What follows belongs to an exercise in optimizing a design on an open flow for small area, a short achievable clock period and few clock cycles; a production flow would make more cautious choices. Function was checked by simulation only, so behaviour that the tests miss may differ from the original. No activity file was given, so power comes from the tool's default toggle rates.

==> v19 <==
## fp_mod_issuer
module fp_mod_issuer
(
    input  logic           clk,
    input  logic           rst_n,
    input  logic           req_valid,
    output logic           req_ready,
    input  logic [1:0]     req_op,
    input  logic [W-1:0]   req_x,
    input  logic [W-1:0]   req_y,
    output logic           rsp_valid,
    input  logic           rsp_ready,
    output logic [W-1:0]   rsp_data,
    output logic           mod_enable,
    output logic [2*W-1:0] mod_a,
    output logic           mod_a_sign,
    input  logic           mod_done,
    input  logic [W-1:0]   mod_result
);
==> module fp_mod_issuer, before the edit <==
module fp_mod_issuer
(
    input  logic           clk,
    input  logic           rst_n,
    input  logic           req_valid,
    output logic           req_ready,
    input  logic [1:0]     req_op,
    input  logic [W-1:0]   req_x,
    input  logic [W-1:0]   req_y,
    output logic           rsp_valid,
    input  logic           rsp_ready,
    output logic [W-1:0]   rsp_data,
    output logic           mod_enable,
    output logic [2*W-1:0] mod_a,
    output logic           mod_a_sign,
    input  logic           mod_done,
    input  logic [W-1:0]   mod_result
);
    localparam int K  = 8;           
    localparam int NS = W / K;       
    localparam int AW = W + K;       
    logic           s0v;             
    logic [1:0]     s0op;
    logic [W-1:0]   xr, yr;
    logic [2:0]     cnt;             
    logic           fpend;           
    logic [AW-1:0]  acc_s, acc_c;
    logic           cy;
    logic [W-K-1:0] res;             
    logic           mv;              
    logic           busy;            
    logic           av, bv;          
    logic [W-1:0]   araw;
    logic s0_mul, step_go, f_fire, x_fire, moda_free, a_move;
    assign mod_enable = mv & ~busy & ~(av & bv);
    assign moda_free  = ~mv | mod_enable;
    assign s0_mul     = (s0op == OP_MUL);
    assign f_fire     = fpend & moda_free;
    assign x_fire     = s0v & ~s0_mul & ~fpend & moda_free;
    assign step_go    = s0v & s0_mul & ((cnt != 3'd0) | ~fpend | f_fire);
    assign req_ready  = ~s0v | (s0_mul & (cnt == 3'(NS - 1))) | x_fire;
    assign a_move     = av & (~bv | rsp_ready);
    assign rsp_valid  = bv;
    assign mod_a_sign = mod_a[2*W-1];
    logic [AW-1:0] s_in, c_in;
    logic [AW-1:0] pp [K];
    assign s_in = (cnt == 3'd0) ? '0 : AW'(acc_s[AW-1:K]);
    assign c_in = (cnt == 3'd0) ? '0 : AW'(acc_c[AW-1:K]);
    for (genvar b = 0; b < K; b++) begin : g_pp
        assign pp[b] = AW'(xr & {W{yr[b]}}) << b;
    end
    logic [AW-1:0] l1s0, l1c0, l1s1, l1c1, l1s2, l1c2;
    fp_csa #(AW) u_l1a (.a(pp[0]), .b(pp[1]), .c(pp[2]), .s(l1s0), .cy(l1c0));
    fp_csa #(AW) u_l1b (.a(pp[3]), .b(pp[4]), .c(pp[5]), .s(l1s1), .cy(l1c1));
    fp_csa #(AW) u_l1c (.a(pp[6]), .b(pp[7]), .c(s_in),  .s(l1s2), .cy(l1c2));
    logic [AW-1:0] l2s0, l2c0, l2s1, l2c1;
    fp_csa #(AW) u_l2a (.a(l1s0), .b(l1c0), .c(l1s1), .s(l2s0), .cy(l2c0));
    fp_csa #(AW) u_l2b (.a(l1c1), .b(l1s2), .c(l1c2), .s(l2s1), .cy(l2c1));
    logic [AW-1:0] l3s0, l3c0;
    fp_csa #(AW) u_l3a (.a(l2s0), .b(l2c0), .c(l2s1), .s(l3s0), .cy(l3c0));
    logic [AW-1:0] l4s0, l4c0;
    fp_csa #(AW) u_l4a (.a(l3s0), .b(l3c0), .c(l2c1), .s(l4s0), .cy(l4c0));
    logic [AW-1:0] ns, nc;
    fp_csa #(AW) u_l5a (.a(l4s0), .b(l4c0), .c(c_in), .s(ns), .cy(nc));
    logic [K:0] lo;
    assign lo = {1'b0, acc_s[K-1:0]} + {1'b0, acc_c[K-1:0]} + {{K{1'b0}}, cy};
    logic [AW-1:0] fsum;
    logic [W:0]    addsub;
    logic          sub;
    assign fsum   = acc_s + acc_c + {{(AW-1){1'b0}}, cy};
    assign sub    = (s0op == OP_SUB);
    assign addsub = {1'b0, xr} + ({1'b0, yr} ^ {(W+1){sub}}) + {{W{1'b0}}, sub};
    logic [2*W-1:0] x_val;
    always_comb begin
        if (s0op == OP_RED) x_val = {1'b0, xr[W-2:0], yr};
        else                x_val = {{(W-1){sub & addsub[W]}}, addsub};
    end
    function automatic logic [W-1:0] fp_normalise(input logic [W-1:0] r);
        fp_normalise = (r >= P) ? (r - P) : r;
    endfunction
    always_ff @(posedge clk) begin
        if (!rst_n) begin
            s0v   <= 1'b0;
            cnt   <= '0;
            fpend <= 1'b0;
            mv    <= 1'b0;
            busy  <= 1'b0;
            av    <= 1'b0;
            bv    <= 1'b0;
        end else begin
            if (req_valid && req_ready) begin
                s0v <= 1'b1;
            end else if (x_fire || (step_go && cnt == 3'(NS - 1))) begin
                s0v <= 1'b0;
            end
            if (step_go) begin
                cnt <= cnt + 3'd1;
            end
            if (step_go && cnt == 3'(NS - 1)) begin
                fpend <= 1'b1;
            end else if (f_fire) begin
                fpend <= 1'b0;
            end
            if (f_fire || x_fire) begin
                mv <= 1'b1;
            end else if (mod_enable) begin
                mv <= 1'b0;
            end
            if (mod_enable) begin
                busy <= 1'b1;
            end else if (mod_done) begin
                busy <= 1'b0;
            end
            if (mod_done) begin
                av <= 1'b1;
            end else if (a_move) begin
                av <= 1'b0;
            end
            if (a_move) begin
                bv <= 1'b1;
            end else if (rsp_ready) begin
                bv <= 1'b0;
            end
        end
    end
    always_ff @(posedge clk) begin
        if (req_valid && req_ready) begin
            s0op <= req_op;
            xr   <= req_x;
            yr   <= req_y;
        end else if (step_go) begin
            yr   <= yr >> K;
        end
        if (step_go) begin
            acc_s <= ns;
            acc_c <= nc;
            if (cnt == 3'd0) begin
                cy <= 1'b0;
            end else begin
                cy  <= lo[K];
                res <= {lo[K-1:0], res[W-K-1:K]};
            end
        end
        if (f_fire) begin
            mod_a <= {fsum, res};
        end else if (x_fire) begin
            mod_a <= x_val;
        end
        if (mod_done) begin
            araw <= mod_result;
        end
        if (a_move) begin
            rsp_data <= fp_normalise(araw);
        end
    end
endmodule
clock: 6.0 ns
lec_check: 0
cap_margin: 20
core_margin: 2
core_utilization: 40
place_density: 0.6
slew_margin: 20
run.sh (not shown) runs the stock make flow with config.mk's settings and CLKGATE_MAP_FILE= SYNTH_SCRIPT=/design/flow/synth_recipe.tcl, a recipe that flattens the netlist after the stock synthesis.
==> v11 (differences from v19) <==
--- a/flow/design.v
+++ b/flow/design.v
@@ -47,65 +47,90 @@
     input  logic           mod_done,
     input  logic [W-1:0]   mod_result
 );
-    localparam int K  = 8;           
-    localparam int NS = W / K;       
-    localparam int AW = W + K;       
+    localparam int K  = 14;          
+    localparam int D  = K / 2;       
+    localparam int NS = 5;           
+    localparam int AW = W + K + 2;   
+    localparam int FW = 2*W - (NS-1)*K;  
+    localparam logic [AW-1:0] KROW = AW'((AW'(1) << (K)) - 1) / 3 << (W + 2);
     logic           s0v;             
     logic [1:0]     s0op;
     logic [W-1:0]   xr, yr;
     logic [2:0]     cnt;             
+    logic [D-1:0]   b_one, b_two, b_neg;  
     logic           fpend;           
+    logic           f_as, f_sub;     
     logic [AW-1:0]  acc_s, acc_c;
     logic           cy;
-    logic [W-K-1:0] res;             
+    logic [(NS-1)*K-1:0] res;        
     logic           mv;              
     logic           busy;            
     logic           av, bv;          
     logic [W-1:0]   araw;
-    logic s0_mul, step_go, f_fire, x_fire, moda_free, a_move;
+    logic s0_mul, s0_as, s0_sub, step_go, step_last, f_fire, x_fire, moda_free, a_move;
     assign mod_enable = mv & ~busy & ~(av & bv);
     assign moda_free  = ~mv | mod_enable;
     assign s0_mul     = (s0op == OP_MUL);
+    assign s0_as      = ~s0op[1];
+    assign s0_sub     = (s0op == OP_SUB);
     assign f_fire     = fpend & moda_free;
-    assign x_fire     = s0v & ~s0_mul & ~fpend & moda_free;
-    assign step_go    = s0v & s0_mul & ((cnt != 3'd0) | ~fpend | f_fire);
-    assign req_ready  = ~s0v | (s0_mul & (cnt == 3'(NS - 1))) | x_fire;
+    assign x_fire     = s0v & (s0op == OP_RED) & ~fpend & moda_free;
+    assign step_go    = s0v & (s0_mul | s0_as) & ((cnt != 3'd0) | ~fpend | f_fire);
+    assign step_last  = s0_as | (cnt == 3'(NS - 1));
+    assign req_ready  = ~s0v | (step_go & step_last) | x_fire;
     assign a_move     = av & (~bv | rsp_ready);
     assign rsp_valid  = bv;
     assign mod_a_sign = mod_a[2*W-1];
-    logic [AW-1:0] s_in, c_in;
-    logic [AW-1:0] pp [K];
-    assign s_in = (cnt == 3'd0) ? '0 : AW'(acc_s[AW-1:K]);
+    logic [K:0]   bwin;              
+    logic [D-1:0] e_one, e_two, e_neg;
+    assign bwin = !(req_valid && req_ready) ? {yr[2*K-1:K], yr[K-1]} :
+                  req_op[1]                 ? {req_y[K-1:0], 1'b0}
+                                            : (K+1)'(2);
+    always_comb begin
+        for (int i = 0; i < D; i++) begin
+            e_one[i] = bwin[2*i+1] ^ bwin[2*i];
+            e_two[i] = (bwin[2*i+2] & ~bwin[2*i+1] & ~bwin[2*i]) |
+                       (~bwin[2*i+2] & bwin[2*i+1] & bwin[2*i]);
+            e_neg[i] = bwin[2*i+2];
+        end
+    end
+    logic [AW-1:0] s_in, c_in, krow;
+    logic [AW-1:0] row [D];
+    assign s_in = (cnt == 3'd0) ? AW'({1'b1, s0_sub, (yr ^ {W{s0_sub}}) & {W{s0_as}}})
+                                : AW'(acc_s[AW-1:K]);
     assign c_in = (cnt == 3'd0) ? '0 : AW'(acc_c[AW-1:K]);
-    for (genvar b = 0; b < K; b++) begin : g_pp
-        assign pp[b] = AW'(xr & {W{yr[b]}}) << b;
-    end
+    assign krow = KROW | (AW'(b_neg[D-1]) << (2*(D-1)));
+    for (genvar i = 0; i < D; i++) begin : g_row
+        logic [W:0]   m;
+        logic [W+1:0] e;
+        assign m = ({1'b0, xr} & {(W+1){b_one[i]}}) | ({xr, 1'b0} & {(W+1){b_two[i]}});
+        assign e = {~b_neg[i], m ^ {(W+1){b_neg[i]}}};
+        if (i == 0) begin : g_first
+            assign row[i] = AW'(e);
+        end else begin : g_rest
+            assign row[i] = (AW'(e) << (2*i)) | (AW'(b_neg[i-1]) << (2*(i-1)));
+        end
+    end
+    logic [AW-1:0] ps, pc;
+    fp_csa #(AW) u_la (.a(s_in), .b(c_in), .c(krow), .s(ps), .cy(pc));
     logic [AW-1:0] l1s0, l1c0, l1s1, l1c1, l1s2, l1c2;
-    fp_csa #(AW) u_l1a (.a(pp[0]), .b(pp[1]), .c(pp[2]), .s(l1s0), .cy(l1c0));
-    fp_csa #(AW) u_l1b (.a(pp[3]), .b(pp[4]), .c(pp[5]), .s(l1s1), .cy(l1c1));
-    fp_csa #(AW) u_l1c (.a(pp[6]), .b(pp[7]), .c(s_in),  .s(l1s2), .cy(l1c2));
+    fp_csa #(AW) u_l1a (.a(row[0]), .b(row[1]), .c(row[2]), .s(l1s0), .cy(l1c0));
+    fp_csa #(AW) u_l1b (.a(row[3]), .b(row[4]), .c(row[5]), .s(l1s1), .cy(l1c1));
+    fp_csa #(AW) u_l1c (.a(row[6]), .b(ps),     .c(pc),     .s(l1s2), .cy(l1c2));
     logic [AW-1:0] l2s0, l2c0, l2s1, l2c1;
     fp_csa #(AW) u_l2a (.a(l1s0), .b(l1c0), .c(l1s1), .s(l2s0), .cy(l2c0));
     fp_csa #(AW) u_l2b (.a(l1c1), .b(l1s2), .c(l1c2), .s(l2s1), .cy(l2c1));
     logic [AW-1:0] l3s0, l3c0;
     fp_csa #(AW) u_l3a (.a(l2s0), .b(l2c0), .c(l2s1), .s(l3s0), .cy(l3c0));
-    logic [AW-1:0] l4s0, l4c0;
-    fp_csa #(AW) u_l4a (.a(l3s0), .b(l3c0), .c(l2c1), .s(l4s0), .cy(l4c0));
     logic [AW-1:0] ns, nc;
-    fp_csa #(AW) u_l5a (.a(l4s0), .b(l4c0), .c(c_in), .s(ns), .cy(nc));
+    fp_csa #(AW) u_l4a (.a(l3s0), .b(l3c0), .c(l2c1), .s(ns), .cy(nc));
     logic [K:0] lo;
     assign lo = {1'b0, acc_s[K-1:0]} + {1'b0, acc_c[K-1:0]} + {{K{1'b0}}, cy};
-    logic [AW-1:0] fsum;
-    logic [W:0]    addsub;
-    logic          sub;
-    assign fsum   = acc_s + acc_c + {{(AW-1){1'b0}}, cy};
-    assign sub    = (s0op == OP_SUB);
-    assign addsub = {1'b0, xr} + ({1'b0, yr} ^ {(W+1){sub}}) + {{W{1'b0}}, sub};
-    logic [2*W-1:0] x_val;
-    always_comb begin
-        if (s0op == OP_RED) x_val = {1'b0, xr[W-2:0], yr};
-        else                x_val = {{(W-1){sub & addsub[W]}}, addsub};
-    end
+    logic [FW-1:0] fsum;
+    assign fsum = acc_s[FW-1:0] + acc_c[FW-1:0] + {{(FW-1){1'b0}}, cy};
+    logic [2*W-1:0] f_val, x_val;
+    assign f_val = f_as ? {{(W-1){f_sub & fsum[W]}}, fsum[W:0]} : {fsum, res};
+    assign x_val = {1'b0, xr[W-2:0], yr};
     function automatic logic [W-1:0] fp_normalise(input logic [W-1:0] r);
         fp_normalise = (r >= P) ? (r - P) : r;
     endfunction
@@ -121,13 +146,13 @@
         end else begin
             if (req_valid && req_ready) begin
                 s0v <= 1'b1;
-            end else if (x_fire || (step_go && cnt == 3'(NS - 1))) begin
+            end else if (x_fire || (step_go && step_last)) begin
                 s0v <= 1'b0;
             end
             if (step_go) begin
-                cnt <= cnt + 3'd1;
-            end
-            if (step_go && cnt == 3'(NS - 1)) begin
+                cnt <= step_last ? 3'd0 : cnt + 3'd1;
+            end
+            if (step_go && step_last) begin
                 fpend <= 1'b1;
             end else if (f_fire) begin
                 fpend <= 1'b0;
@@ -162,18 +187,27 @@
         end else if (step_go) begin
             yr   <= yr >> K;
         end
+        if ((req_valid && req_ready) || step_go) begin
+            b_one <= e_one;
+            b_two <= e_two;
+            b_neg <= e_neg;
+        end
         if (step_go) begin
             acc_s <= ns;
             acc_c <= nc;
+            if (step_last) begin
+                f_as  <= s0_as;
+                f_sub <= s0_sub;
+            end
             if (cnt == 3'd0) begin
-                cy <= 1'b0;
+                cy <= s0_sub;    
             end else begin
                 cy  <= lo[K];
-                res <= {lo[K-1:0], res[W-K-1:K]};
+                res <= {lo[K-1:0], res[(NS-1)*K-1:K]};
             end
         end
         if (f_fire) begin
-            mod_a <= {fsum, res};
+            mod_a <= f_val;
         end else if (x_fire) begin
             mod_a <= x_val;
         end
--- a/flow/config.mk
+++ b/flow/config.mk
@@ -7,6 +7,7 @@
 export LEC_CHECK = 0
 export CAP_MARGIN = 20
 export CORE_MARGIN = 2
-export CORE_UTILIZATION = 40
-export PLACE_DENSITY = 0.6
+export CORE_UTILIZATION = 50
+export PLACE_DENSITY = 0.65
+export SETUP_SLACK_MARGIN = 2.0
 export SLEW_MARGIN = 20
==> qor summary <==
Synth Area in Simple Gates: v11 7.46%; v19 13.7%
Reg power frac: v11 21.4%; v19 30.8%
Worst setup startpoint: v11 s0op[0]; v19 s0op[1]
Area share of the largest cell type after synthesis: v11 37.0%; v19 37.9%
Clock group: v11 4.72 mW; v19 4.34 mW
Clock Network Area Fraction: v11 4.21%; v19 4.17%
Maximum clock skew at final layout: v11 0.0515 ns; v19 0.0421 ns
Average wire per standard cell: v11 28.8 µm; v19 24.5 µm
Reg-to-reg endpoint: v11 acc_s[27]; v19 mod_a[113]
Destination of the critical timing path: v11 acc_s[27]; v19 mod_a[113]
Cell with the biggest individual delay on the critical path: v11 sky130_fd_sc_hd__fa_2; v19 sky130_fd_sc_hd__edfxtp_1
Total power: v11 38.8 mW; v19 19.1 mW
Cell area after synthesis: v11 50400 µm²; v19 46500 µm²
HPWL Detailed: v11 134000 µm; v19 115000 µm
DIE HEIGHT: v11 322 µm; v19 345 µm
Fraction of power spent switching nets: v11 47.8%; v19 38.6%
Post-CTS Repair Setup Buffers: v11 23; v19 0
Wire length after detailed routing: v11 181000 µm; v19 151000 µm
Final design utilization: v11 59.6%; v19 46.9%
Flip-flop and latch power: v11 8.31 mW; v19 5.87 mW
Worst hold start: v11 res[50]; v19 res[34]
Arrival time of data at the critical path endpoint: v11 4.45 ns; v19 6.02 ns
Parity-gate share of the synthesized area counting xor and xnor cells: v11 11.4%; v19 4.65%
Minimum period implied by the final worst setup slack: v11 4.07 ns; v19 5.68 ns
Result of the run: v11 complete, no violations; v19 complete, no violations
Testbench counts of v19, summed over its fixed seeds: cycles 8,739.
Testbench counts of v11, summed over its fixed seeds: cycles 6,227.

-- static timing again, ports no longer ideal --
How much do the figures lean on ideal ports? The routed layouts below were timed once more, with nothing changed but the port constraints.
Step 1 sets driving cells, clkbuf_16 on the clock port and buf_2 on the other inputs (assumed; they add their load-dependent delay and slew).
Step 2 also shifts input and output timing later by t, the mid clock arrival at the registers, as if the neighbouring blocks saw the same clock.
Slacks: ideal / step 1 / step 2; pairs: ideal / step 1.
| run | t, ns | setup WS [ns] | slew at the worst register clock pin (ns) |
|---|---|---|---|
| v19 | 0.727 | 0.320 / 0.320 / 0.320 | 0.07 / 0.07 |
| v11 | 0.738 | 1.932 / 1.932 / 1.776 | 0.06 / 0.06 |
After both steps every run listed still meets setup and hold. For v11, which loses most, drivers alone change the setup slack by 0.000 ns; drivers and shift together by -0.156 ns.
